Context: an optimization exercise on an open-source flow, tuned for small area and a short achievable clock period. The choices shown serve that exercise and are no tape-out recipe. Where RTL was checked, it was by simulation tests only, not by an equivalence proof against the original. No activity file was given, so power comes from the tool's default toggle rates.

==> module uart_tx_cfg, before the edit <==
module uart_tx_cfg #(
  parameter int unsigned CLK_FREQ    = 50_000_000,
  parameter int unsigned BAUD_RATE   = 115200,
  parameter int unsigned DATA_BITS   = 8,
  parameter int unsigned PARITY_MODE = 0,
  parameter int unsigned STOP_BITS   = 1,
  parameter int unsigned FIFO_DEPTH  = 256
) (
  input  logic                          CLK,
  input  logic                          RST,
  input  logic                          i_valid,
  input  logic [DATA_BITS-1:0]          i_data,
  output logic                          o_ready,
  output logic                          o_tx,
  output logic                          o_busy,
  output logic [$clog2(FIFO_DEPTH):0]   o_level
);
  localparam int unsigned TICKS = uart_pkg::calc_ticks(CLK_FREQ, BAUD_RATE);
  localparam int unsigned TW    = $clog2(TICKS);
  localparam int unsigned LW    = $clog2(FIFO_DEPTH) + 1;
  localparam int unsigned N     = FIFO_DEPTH + 1;
  localparam int unsigned PW    = $clog2(N);
  localparam logic [1:0] S_IDLE = 2'd0, S_START = 2'd1, S_DATA = 2'd2, S_STOP = 2'd3;
  logic [1:0]           state_q, state_d;
  logic [TW-1:0]        tick_q, tick_d;
  logic [2:0]           bit_q, bit_d;
  logic [DATA_BITS-1:0] shift_q, shift_d;
  logic                 tx_q, tx_d, busy_q, busy_d;
  logic [LW-1:0]        level_q, level_d;
  logic                 wr_q;
  logic [DATA_BITS-1:0] din_q, din_n_q;
  logic [PW-1:0]        k_q, k_d;    
  logic [PW-1:0]        m_q, m_d;    
  logic                 push, pop, nonempty, tick_end, need, cap, clean;
  logic                 sweep_q;
  logic [N-1:0]         we;
  logic [DATA_BITS-1:0] tap;
  function automatic logic [PW-1:0] inc_pw(input logic [PW-1:0] v);
    logic c;
    c = 1'b1;
    for (int i = 0; i < PW; i++) begin
      inc_pw[i] = v[i] ^ c;
      c         = c & v[i];
    end
  endfunction
  assign nonempty = (level_q != '0);
  assign push     = i_valid && !level_q[LW-1];
  assign tick_end = (tick_q == TW'(TICKS - 1));
  assign need  = (state_q == S_START) && !bit_q[0];    
  assign cap   = need && (k_q == '0);
  assign clean = sweep_q || cap;
  always_comb begin
    k_d = cap ? k_q : ((k_q == PW'(N - 1)) ? '0 : inc_pw(k_q));
    m_d = wr_q ? m_q : ((m_q == PW'(N - 1)) ? '0 : inc_pw(m_q));
    for (int p = 0; p < N; p++) we[p] = wr_q && (m_q == PW'(p));
  end
  uart_sync_fifo #(.WIDTH(DATA_BITS), .N(N)) u_fifo (
    .clk   (CLK),
    .we    (we),
    .wd    (din_q),
    .wd_n  (din_n_q),
    .clean (clean),
    .tap   (tap)
  );
  always_comb begin
    state_d = state_q;
    tick_d  = tick_q;
    bit_d   = bit_q;
    shift_d = shift_q;
    tx_d    = 1'b1;
    busy_d  = 1'b1;
    pop     = 1'b0;
    if (state_q != S_IDLE) tick_d = tick_end ? '0 : tick_q + TW'(1);
    case (state_q)
      S_IDLE: begin
        busy_d = 1'b0;
        if (nonempty) begin
          pop     = 1'b1;
          state_d = S_START;
          tick_d  = '0;
        end
      end
      S_START: begin
        tx_d = 1'b0;
        if (cap) begin
          shift_d  = tap;
          bit_d[0] = 1'b1;
        end
        if (tick_end) begin
          state_d = S_DATA;
          bit_d   = '0;
        end
      end
      S_DATA: begin
        tx_d = shift_q[0];
        if (tick_end) begin
          shift_d = shift_q >> 1;
          bit_d   = bit_q + 3'd1;
          if (bit_q == 3'd7) state_d = S_STOP;
        end
      end
      default: begin
        if (tick_end) begin
          if (nonempty) begin
            pop     = 1'b1;
            state_d = S_START;
          end else begin
            state_d = S_IDLE;
          end
        end
      end
    endcase
  end
  always_comb begin
    logic [LW-1:0] up, dn;
    logic          c, b;
    c = 1'b1;
    b = 1'b1;
    for (int i = 0; i < LW; i++) begin
      up[i] = level_q[i] ^ c;
      dn[i] = level_q[i] ^ b;
      c     = c & level_q[i];
      b     = b & !level_q[i];
    end
    if (push) level_d = pop ? level_q : up;
    else      level_d = pop ? dn : level_q;
  end
  always_ff @(posedge CLK or negedge RST) begin
    if (!RST) begin
      state_q <= S_IDLE;
      bit_q   <= '0;
      tx_q    <= 1'b1;
      busy_q  <= 1'b0;
      level_q <= '0;
      wr_q    <= 1'b0;
      k_q     <= '0;
      m_q     <= '0;
      sweep_q <= 1'b1;
    end else begin
      state_q <= state_d;
      bit_q   <= bit_d;
      tx_q    <= tx_d;
      busy_q  <= busy_d;
      level_q <= level_d;
      wr_q    <= push;
      k_q     <= k_d;
      m_q     <= m_d;
      sweep_q <= sweep_q && (k_q != PW'(N - 1));
    end
  end
  always_ff @(posedge CLK) begin
    tick_q  <= tick_d;
    shift_q <= shift_d;
    din_q   <= i_data;
    din_n_q <= ~i_data;
  end
  assign o_tx    = tx_q;
  assign o_busy  = busy_q;
  assign o_ready = !level_q[LW-1];
  assign o_level = level_q;
endmodule
Settings: LEC_CHECK=0, CAP_MARGIN=20, CORE_MARGIN=2, CORE_UTILIZATION=45, SLEW_MARGIN=20; clock period 4.5 ns.
run.sh (not shown) runs the stock make flow with config.mk's settings and CLKGATE_MAP_FILE= SYNTH_SCRIPT=/design/flow/synth_recipe.tcl, a recipe that flattens the netlist after the stock synthesis.
Edit:
--- a/flow/design.v
+++ b/flow/design.v
@@ -80,27 +80,21 @@
   logic [DATA_BITS-1:0] din_q, din_n_q;
   logic [PW-1:0]        k_q, k_d;    
   logic [PW-1:0]        m_q, m_d;    
-  logic                 push, pop, nonempty, tick_end, need, cap, clean;
-  logic                 sweep_q;
+  logic                 push, pop, nonempty, tick_end, need, cap, live, clean;
+  logic [PW:0]          rc;
   logic [N-1:0]         we;
   logic [DATA_BITS-1:0] tap;
-  function automatic logic [PW-1:0] inc_pw(input logic [PW-1:0] v);
-    logic c;
-    c = 1'b1;
-    for (int i = 0; i < PW; i++) begin
-      inc_pw[i] = v[i] ^ c;
-      c         = c & v[i];
-    end
-  endfunction
   assign nonempty = (level_q != '0);
   assign push     = i_valid && !level_q[LW-1];
   assign tick_end = (tick_q == TW'(TICKS - 1));
   assign need  = (state_q == S_START) && !bit_q[0];    
+  assign rc    = (PW+1)'(level_q) - (PW+1)'(wr_q) + (PW+1)'(need);
+  assign live  = ((PW+1)'(k_q) < rc);
   assign cap   = need && (k_q == '0);
-  assign clean = sweep_q || cap;
+  assign clean = !live || cap;
   always_comb begin
-    k_d = cap ? k_q : ((k_q == PW'(N - 1)) ? '0 : inc_pw(k_q));
-    m_d = wr_q ? m_q : ((m_q == PW'(N - 1)) ? '0 : inc_pw(m_q));
+    k_d = cap ? k_q : ((k_q == PW'(N - 1)) ? '0 : k_q + PW'(1));
+    m_d = wr_q ? m_q : ((m_q == PW'(N - 1)) ? '0 : m_q + PW'(1));
     for (int p = 0; p < N; p++) we[p] = wr_q && (m_q == PW'(p));
   end
   uart_sync_fifo #(.WIDTH(DATA_BITS), .N(N)) u_fifo (
@@ -161,18 +155,9 @@
     endcase
   end
   always_comb begin
-    logic [LW-1:0] up, dn;
-    logic          c, b;
-    c = 1'b1;
-    b = 1'b1;
-    for (int i = 0; i < LW; i++) begin
-      up[i] = level_q[i] ^ c;
-      dn[i] = level_q[i] ^ b;
-      c     = c & level_q[i];
-      b     = b & !level_q[i];
-    end
-    if (push) level_d = pop ? level_q : up;
-    else      level_d = pop ? dn : level_q;
+    level_d = level_q;
+    if (push && !pop)      level_d = level_q + LW'(1);
+    else if (!push && pop) level_d = level_q - LW'(1);
   end
   always_ff @(posedge CLK or negedge RST) begin
     if (!RST) begin
@@ -184,7 +169,6 @@
       wr_q    <= 1'b0;
       k_q     <= '0;
       m_q     <= '0;
-      sweep_q <= 1'b1;
     end else begin
       state_q <= state_d;
       bit_q   <= bit_d;
@@ -194,7 +178,6 @@
       wr_q    <= push;
       k_q     <= k_d;
       m_q     <= m_d;
-      sweep_q <= sweep_q && (k_q != PW'(N - 1));
     end
   end
   always_ff @(posedge CLK) begin
Sequential power hardly moves; synthesized area came out higher by 1.3%; worst hold slack gets better by 0.026 ns; cell area came out higher by 1.2%; final cell count came out higher by 1.8%; clock skew came out lower by 0.0094 ns; flip-flop and latch count came out lower by 1; clock power came out higher by about 3%; global-route usage came out lower by 0.18 points; setup slack gets worse by 0.99 ns; routed wire length stays flat.

========
The RTL this note starts from:
==> flow/design.v <==
package uart_pkg;
  localparam int unsigned PARITY_NONE = 0;
  localparam int unsigned PARITY_ODD  = 1;
  localparam int unsigned PARITY_EVEN = 2;
  typedef enum logic [2:0] {
    IDLE,
    START,
    DATA,
    PARITY,
    STOP
  } tx_state_t;
  function automatic integer calc_ticks(input integer clk_hz, input integer baud);
    calc_ticks = clk_hz / baud;
  endfunction
  function automatic logic cfg_legal(input integer data_bits, input integer parity_mode,
                                     input integer stop_bits, input integer fifo_depth,
                                     input integer ticks);
    cfg_legal = (data_bits >= 5) && (data_bits <= 9) &&
           (parity_mode <= PARITY_EVEN) &&
           ((stop_bits == 1) || (stop_bits == 2)) &&
           (fifo_depth >= 2) && ((fifo_depth & (fifo_depth - 1)) == 0) &&
           (ticks >= 2);
  endfunction
endpackage
module uart_sync_fifo #(
  parameter int unsigned WIDTH = 8,
  parameter int unsigned N     = 257,   
  parameter int unsigned G     = 4
) (
  input  logic             clk,
  input  logic [N-1:0]     we,      
  input  logic [WIDTH-1:0] wd,      
  input  logic [WIDTH-1:0] wd_n,    
  input  logic             clean,   
  output logic [WIDTH-1:0] tap      
);
  logic [WIDTH*N-1:0] q;
  always_ff @(posedge clk)
    q[WIDTH-1:0] <= we[0] ? wd : (q[WIDTH*N-1 -: WIDTH] & {WIDTH{~clean}});
  for (genvar p = 1; p < N; p++) begin : g_pos
    if (p % G != 0) begin : g_hop
      always_ff @(posedge clk) q[WIDTH*p +: WIDTH] <= q[WIDTH*(p-1) +: WIDTH];
    end else if ((p / G) % 2 == 1) begin : g_wr0
      always_ff @(posedge clk)
        q[WIDTH*p +: WIDTH] <= ~(({WIDTH{we[p]}} & wd) | q[WIDTH*(p-1) +: WIDTH]);
    end else begin : g_wr1
      always_ff @(posedge clk)
        q[WIDTH*p +: WIDTH] <= ~(({WIDTH{~we[p]}} | wd_n) & q[WIDTH*(p-1) +: WIDTH]);
    end
  end
  assign tap = q[WIDTH*N-1 -: WIDTH];
endmodule
module uart_tx_cfg #(
  parameter int unsigned CLK_FREQ    = 50_000_000,
  parameter int unsigned BAUD_RATE   = 115200,
  parameter int unsigned DATA_BITS   = 8,
  parameter int unsigned PARITY_MODE = 0,
  parameter int unsigned STOP_BITS   = 1,
  parameter int unsigned FIFO_DEPTH  = 256
) (
  input  logic                          CLK,
  input  logic                          RST,
  input  logic                          i_valid,
  input  logic [DATA_BITS-1:0]          i_data,
  output logic                          o_ready,
  output logic                          o_tx,
  output logic                          o_busy,
  output logic [$clog2(FIFO_DEPTH):0]   o_level
);
  localparam int unsigned TICKS = uart_pkg::calc_ticks(CLK_FREQ, BAUD_RATE);
  localparam int unsigned TW    = $clog2(TICKS);
  localparam int unsigned LW    = $clog2(FIFO_DEPTH) + 1;
  localparam int unsigned N     = FIFO_DEPTH + 1;
  localparam int unsigned PW    = $clog2(N);
  localparam int unsigned G     = 4;
  localparam int unsigned GW    = $clog2(G);
  localparam logic [1:0] S_IDLE = 2'd0, S_START = 2'd1, S_DATA = 2'd2, S_STOP = 2'd3;
  logic [1:0]           state_q, state_d;
  logic [TW-1:0]        tick_q, tick_d;
  logic [2:0]           bit_q, bit_d;
  logic [DATA_BITS-1:0] shift_q, shift_d;
  logic                 txn_q, tx_d, busy_q, busy_d;    
  logic                 te_q, kz_q;          
  logic [LW-1:0]        lvo_q;               
  logic [LW-1:0]        level_q, level_d;
  logic [G-1:0]         pend_q, pend_d;
  logic [DATA_BITS-1:0] dly_q [G-1];
  logic [DATA_BITS-1:0] wd_q, wd_n_q, wd_d;
  logic                 wr, aligned;
  logic [PW-1:0]        k_q, k_d;    
  logic [PW-1:0]        m_q, m_d;    
  logic                 push, pop, nonempty, tick_end, need, cap, clean;
  logic                 sweep_q;
  logic [N-1:0]         we;
  logic [DATA_BITS-1:0] tap;
  function automatic logic [PW-1:0] inc_pw(input logic [PW-1:0] v);
    logic c;
    c = 1'b1;
    for (int i = 0; i < PW; i++) begin
      inc_pw[i] = v[i] ^ c;
      c         = c & v[i];
    end
  endfunction
  assign nonempty = (level_q != '0);
  assign push     = i_valid && !level_q[LW-1];
  assign tick_end = te_q;
  assign aligned = (m_q[GW-1:0] == '0);
  assign wr      = aligned && (pend_q != '0);
  always_comb begin
    logic older;
    pend_d[0] = push;
    for (int j = 1; j < G; j++) begin
      older = 1'b0;
      for (int i = j; i < G; i++) older = older | pend_q[i];
      pend_d[j] = pend_q[j-1] && !(wr && !older);
    end
    wd_d = i_data;
    for (int j = 1; j < G; j++) if (pend_d[j]) wd_d = dly_q[j-1];
  end
  assign need  = (state_q == S_START) && !bit_q[0];    
  assign cap   = need && kz_q;
  assign clean = sweep_q || cap;
  always_comb begin
    k_d = cap ? k_q : (k_q[PW-1] ? '0 : inc_pw(k_q));    
    m_d = wr ? m_q : (m_q[PW-1] ? '0 : inc_pw(m_q));
    for (int p = 0; p < N; p++) we[p] = (p % G == 0) && wr && (m_q[PW-1:GW] == (PW-GW)'(p / G));
  end
  uart_sync_fifo #(.WIDTH(DATA_BITS), .N(N), .G(G)) u_fifo (
    .clk   (CLK),
    .we    (we),
    .wd    (wd_q),
    .wd_n  (wd_n_q),
    .clean (clean),
    .tap   (tap)
  );
  always_comb begin
    state_d = state_q;
    tick_d  = tick_q;
    bit_d   = bit_q;
    shift_d = shift_q;
    tx_d    = 1'b1;
    busy_d  = 1'b1;
    pop     = 1'b0;
    if (state_q != S_IDLE) tick_d = tick_end ? '0 : tick_q + TW'(1);
    case (state_q)
      S_IDLE: begin
        busy_d = 1'b0;
        if (nonempty) begin
          pop     = 1'b1;
          state_d = S_START;
          tick_d  = '0;
        end
      end
      S_START: begin
        tx_d = 1'b0;
        if (cap) begin
          shift_d  = tap;
          bit_d[0] = 1'b1;
        end
        if (tick_end) begin
          state_d = S_DATA;
          bit_d   = '0;
        end
      end
      S_DATA: begin
        tx_d = shift_q[0];
        if (tick_end) begin
          shift_d = shift_q >> 1;
          bit_d   = bit_q + 3'd1;
          if (bit_q == 3'd7) state_d = S_STOP;
        end
      end
      default: begin
        if (tick_end) begin
          if (nonempty) begin
            pop     = 1'b1;
            state_d = S_START;
          end else begin
            state_d = S_IDLE;
          end
        end
      end
    endcase
  end
  always_comb begin
    logic [LW-1:0] up, dn;
    logic          c, b;
    c = 1'b1;
    b = 1'b1;
    for (int i = 0; i < LW; i++) begin
      up[i] = level_q[i] ^ c;
      dn[i] = level_q[i] ^ b;
      c     = c & level_q[i];
      b     = b & !level_q[i];
    end
    if (push) level_d = pop ? level_q : up;
    else      level_d = pop ? dn : level_q;
  end
  always_ff @(posedge CLK or negedge RST) begin
    if (!RST) begin
      state_q <= S_IDLE;
      bit_q   <= '0;
      txn_q   <= 1'b0;
      lvo_q   <= '0;
      kz_q    <= 1'b1;
      busy_q  <= 1'b0;
      level_q <= '0;
      pend_q  <= '0;
      k_q     <= '0;
      m_q     <= '0;
      sweep_q <= 1'b1;
      tick_q  <= '0;
      te_q    <= 1'b0;
    end else begin
      state_q <= state_d;
      bit_q   <= bit_d;
      txn_q   <= !tx_d;
      lvo_q   <= level_d;
      kz_q    <= cap || k_q[PW-1];
      busy_q  <= busy_d;
      level_q <= level_d;
      pend_q  <= pend_d;
      k_q     <= k_d;
      m_q     <= m_d;
      sweep_q <= sweep_q && !k_q[PW-1];
      tick_q  <= tick_d;
      te_q    <= (tick_d == TW'(TICKS - 1));
    end
  end
  always_ff @(posedge CLK) begin
    shift_q <= shift_d;
    dly_q[0] <= i_data;
    for (int j = 1; j < G - 1; j++) dly_q[j] <= dly_q[j-1];
    wd_q     <= wd_d;
    wd_n_q   <= ~wd_d;
  end
  assign o_tx    = !txn_q;
  assign o_busy  = busy_q;
  assign o_ready = !lvo_q[LW-1];
  assign o_level = lvo_q;
endmodule
clock: 4.5 ns
lec_check: 0
cap_margin: 20
core_margin: 2
core_utilization: 45
cts_cluster_diameter: 80
cts_cluster_size: 30
setup_slack_margin: 2.5
slew_margin: 20
Next try:
--- a/flow/design.v
+++ b/flow/design.v
@@ -79,9 +79,7 @@
   logic [TW-1:0]        tick_q, tick_d;
   logic [2:0]           bit_q, bit_d;
   logic [DATA_BITS-1:0] shift_q, shift_d;
-  logic                 txn_q, tx_d, busy_q, busy_d;    
-  logic                 te_q, kz_q;          
-  logic [LW-1:0]        lvo_q;               
+  logic                 tx_q, tx_d, busy_q, busy_d;
   logic [LW-1:0]        level_q, level_d;
   logic [G-1:0]         pend_q, pend_d;
   logic [DATA_BITS-1:0] dly_q [G-1];
@@ -103,7 +101,7 @@
   endfunction
   assign nonempty = (level_q != '0);
   assign push     = i_valid && !level_q[LW-1];
-  assign tick_end = te_q;
+  assign tick_end = (tick_q == TW'(TICKS - 1));
   assign aligned = (m_q[GW-1:0] == '0);
   assign wr      = aligned && (pend_q != '0);
   always_comb begin
@@ -118,11 +116,11 @@
     for (int j = 1; j < G; j++) if (pend_d[j]) wd_d = dly_q[j-1];
   end
   assign need  = (state_q == S_START) && !bit_q[0];    
-  assign cap   = need && kz_q;
+  assign cap   = need && (k_q == '0);
   assign clean = sweep_q || cap;
   always_comb begin
-    k_d = cap ? k_q : (k_q[PW-1] ? '0 : inc_pw(k_q));    
-    m_d = wr ? m_q : (m_q[PW-1] ? '0 : inc_pw(m_q));
+    k_d = cap ? k_q : ((k_q == PW'(N - 1)) ? '0 : inc_pw(k_q));
+    m_d = wr ? m_q : ((m_q == PW'(N - 1)) ? '0 : inc_pw(m_q));
     for (int p = 0; p < N; p++) we[p] = (p % G == 0) && wr && (m_q[PW-1:GW] == (PW-GW)'(p / G));
   end
   uart_sync_fifo #(.WIDTH(DATA_BITS), .N(N), .G(G)) u_fifo (
@@ -200,42 +198,35 @@
     if (!RST) begin
       state_q <= S_IDLE;
       bit_q   <= '0;
-      txn_q   <= 1'b0;
-      lvo_q   <= '0;
-      kz_q    <= 1'b1;
+      tx_q    <= 1'b1;
       busy_q  <= 1'b0;
       level_q <= '0;
       pend_q  <= '0;
       k_q     <= '0;
       m_q     <= '0;
       sweep_q <= 1'b1;
-      tick_q  <= '0;
-      te_q    <= 1'b0;
     end else begin
       state_q <= state_d;
       bit_q   <= bit_d;
-      txn_q   <= !tx_d;
-      lvo_q   <= level_d;
-      kz_q    <= cap || k_q[PW-1];
+      tx_q    <= tx_d;
       busy_q  <= busy_d;
       level_q <= level_d;
       pend_q  <= pend_d;
       k_q     <= k_d;
       m_q     <= m_d;
-      sweep_q <= sweep_q && !k_q[PW-1];
-      tick_q  <= tick_d;
-      te_q    <= (tick_d == TW'(TICKS - 1));
+      sweep_q <= sweep_q && (k_q != PW'(N - 1));
     end
   end
   always_ff @(posedge CLK) begin
+    tick_q  <= tick_d;
     shift_q <= shift_d;
     dly_q[0] <= i_data;
     for (int j = 1; j < G - 1; j++) dly_q[j] <= dly_q[j-1];
     wd_q     <= wd_d;
     wd_n_q   <= ~wd_d;
   end
-  assign o_tx    = !txn_q;
+  assign o_tx    = tx_q;
   assign o_busy  = busy_q;
-  assign o_ready = !lvo_q[LW-1];
-  assign o_level = lvo_q;
+  assign o_ready = !level_q[LW-1];
+  assign o_level = level_q;
 endmodule
Result: Cell area came out lower by 0.42%. Fmax came out lower by 0.81%. Via count goes down by 3.1%. Wire length decreases by 7.0%. Utilization increases by 0.50 points. Hold slack improves by 0.21 ns. Non-clock buffer count falls by 21. Worst setup slack gets worse by 0.018 ns. Power rose by 2.2%.
The RTL of the first run of this note was laid out without a check of its function.

-- re-timing with driven ports --
Ports are ideal in the flow. The routed layouts listed here were re-timed in OpenROAD.
Step 1 (the two cells are an assumption about what drives the block):
set clk [get_ports {CLK}]
set_driving_cell -lib_cell sky130_fd_sc_hd__clkbuf_16 $clk
set_driving_cell -lib_cell sky130_fd_sc_hd__buf_2 [delete_from_list [all_inputs] $clk]
Step 2, shift: input delay + t, output delay - t, t = (earliest + latest rising clock arrival at the registers) / 2. This alone moves slack from input paths to output paths.
a / b / c = ideal / step 1 / step 2; a / b = the first two.
run	t, ns	setup WS [ns]	worst slew at a driven data input, ns
the first run of note 1	0.878	1.421 / 1.421 / 1.421	0.04
the second run of note 1	0.863	0.431 / 0.431 / 0.431	0.03
the first run of note 2	0.750	2.308 / 2.244 / 1.905	0.05
the second run of note 2	0.740	2.290 / 2.221 / 1.780	0.05
After both steps every run listed still meets setup and hold. The setup slack of the second run of note 2, which loses most, moves by -0.069 ns with the drivers and by -0.510 ns with both steps.
